This is an optimization exercise on Yosys and OpenROAD, whose aim is small area, a short achievable clock period and few clock cycles, not a production implementation.
Only simulation tests tie the RTL to the original design; equivalence was not proved.
Power is estimated from default activity; no workload was simulated.

run 1:
## cab_bridge_top
module cab_bridge_top (
  input  logic        clk,
  input  logic        rst_n,
  input  logic [31:0] maddr,
  input  logic [63:0] mwdata,
  input  logic [1:0]  mwr,
  input  logic [1:0]  mreq,
  output logic [1:0]  mrdy,
  output logic [1:0]  mdn,
  output logic [63:0] mrdata,
  input  logic [1:0]  srdy,
  input  logic [1:0]  sack,
  input  logic [31:0] sackdata,
  output logic [1:0]  sreq,
  output logic [31:0] sreqdata
);
  cab_bridge u_bridge (.*);
endmodule
For scale: about 570 cells after synthesis, ~7500 µm² of cells after synthesis.
clock: 7.0 ns
lec_check: 0
cap_margin: 20
core_margin: 2
core_utilization: 75
setup_slack_margin: 3.7
slew_margin: 20
standard.sh (not shown) runs the stock make flow with config.mk's settings and CLKGATE_MAP_FILE= SYNTH_SCRIPT=/design/flow/synth_recipe.tcl, a recipe that flattens the netlist after the stock synthesis.
==> flow/flow/run.sh <==
#!/bin/bash
# standard layout, with plain buffers on the ports instead of the delay cells
# buffer_ports picks, and a clock tree without dummy loads
set -euo pipefail
bash standard.sh "BUFFER_PORTS_ARGS=-buffer_cell sky130_fd_sc_hd__buf_1" \
  "CTS_ARGS=-sink_clustering_enable -repair_clock_nets -dont_use_dummy_load -sink_clustering_size 30 -buf_list {sky130_fd_sc_hd__clkbuf_4 sky130_fd_sc_hd__clkbuf_8} -root_buf sky130_fd_sc_hd__clkbuf_16" \
  finish > standard.log 2>&1
Testbench counts of run 1, summed over its fixed seeds: cycles 37,465.
Changes in run 2 relative to run 1:
- changing CAP_MARGIN from 20 to 5
- changing SLEW_MARGIN from 20 to 5
==> flow/flow/run.sh <==
#!/bin/bash
# standard layout, with plain buffers on the ports instead of the delay cells
# buffer_ports picks, and a clock tree without dummy loads
set -euo pipefail
bash standard.sh "BUFFER_PORTS_ARGS=-buffer_cell sky130_fd_sc_hd__buf_1" \
  "CTS_ARGS=-sink_clustering_enable -repair_clock_nets -dont_use_dummy_load -sink_clustering_size 30 -buf_list sky130_fd_sc_hd__clkbuf_8 -root_buf sky130_fd_sc_hd__clkbuf_16" \
  finish > standard.log 2>&1
==> results.txt <==
Every run in the comparison, run 1 and run 2, completed the flow with a clean layout. Between run 1 and run 2, routed wire length on met3 is lower for run 1, run 2 comes in above that. Any difference in net switching power of the design between run 1 and run 2 is small enough to ignore. For peak ir drop on the vdd network, run 2 and run 1 come out practically identical. Between run 2 and run 1, the final critical-path setup slack figures differ only marginally. As far as routed wire length is concerned, run 2 and run 1 perform about the same. The register-to-register slack in run 2 sits 0.03 ns below the value recorded for run 1. Taking run 1 as the reference, in run 2 minimum clock period about even; area of all placed cells without fillers about even.
Edits applied to the flow inputs when going from run 2 to run 3:
- SLEW_MARGIN now 20, was 5
- CORE_UTILIZATION now 80, was 75
- CAP_MARGIN now 20, was 5
--- outcome ---
Run 3 finished all stages; the layout is clean.
Summary of run 3 over run 2: switching fraction of total power increased by 3.8 points relative to the old numbers, clock group total power has increased, fraction of power consumed by combinational cells moved up, final worst-path setup slack now sits lower.
Utilization run 2 -> run 3: up
Wire length of the first global-routing pass up 5300 µm in run 3 wrt run 2
Run 3 consumes more power than run 2 does.
For run 4, these inputs were changed with respect to run 3:
- CORE_UTILIZATION changed from 80 to 75
## What came out
- Diff run 3..run 4 | number of non-clock inverters | unchanged
- Run 4 was carried through to the last stage, and its layout satisfied the timing, DRC and antenna checks.
- Met2 usage (lower): run 4
- When run 4 is measured against run 3, its net switching power turns out 0.20 mW lower.
- Status: fraction of area in registers parity (run 4, run 3)
- [compare] base=run 3 new=run 4: count of nets after finishing stayed essentially flat, design area stayed essentially flat.
- Run 3 leaves less setup margin than run 4.
Inputs modified between run 4 and run 5:
- CORE_UTILIZATION: 75 -> 70
==> comparison <==
- Run 5 reached the final stage; the timing, DRC and antenna checks on its layout passed.
- Number of global-route vias before repair: higher on run 4
- When run 5 is measured against run 4, its half-perimeter wire length of the detailed placement result turns out 4.4% lower.
- Summary of the comparison: relative area change from synthesis to final layout is higher in run 5, relative to run 4.
- Global-route usage ended up 4.0 points lower on run 5 than on run 4.
- Run 5 does better than run 4 on clock skew.
- For sequential share of layout area, run 5 and run 4 come out practically identical.

==> static timing again, ports no longer ideal <==
Ports are ideal in the flow. The routed layouts listed here were re-timed in OpenROAD.
Step 1 assumes that a clkbuf_16 drives the clock port and a buf_2 every other input.
Step 2 times the ports against the registers' clock, not the clock port: input delays grow and output delays shrink by t, the midpoint of the rising clock arrivals with the driver on.
a / b / c = ideal / step 1 / step 2; a / b = the first two.
run | t, ns | slack for setup (ns) | hold WS [ns]
run 1 | 0.401 | 3.650 / 3.608 / 3.318 | 0.439 / 0.439 / 0.439
run 2 | 0.398 | 3.649 / 3.606 / 3.333 | 0.438 / 0.438 / 0.438
run 3 | 0.404 | 3.628 / 3.583 / 3.270 | 0.472 / 0.472 / 0.472
run 4 | 0.401 | 3.650 / 3.608 / 3.318 | 0.439 / 0.439 / 0.439
run 5 | 0.394 | 3.664 / 3.623 / 3.423 | 0.441 / 0.441 / 0.441
After both steps every run listed still meets setup and hold. For run 3, which loses most, drivers alone change the setup slack by -0.045 ns; drivers and shift together by -0.358 ns.
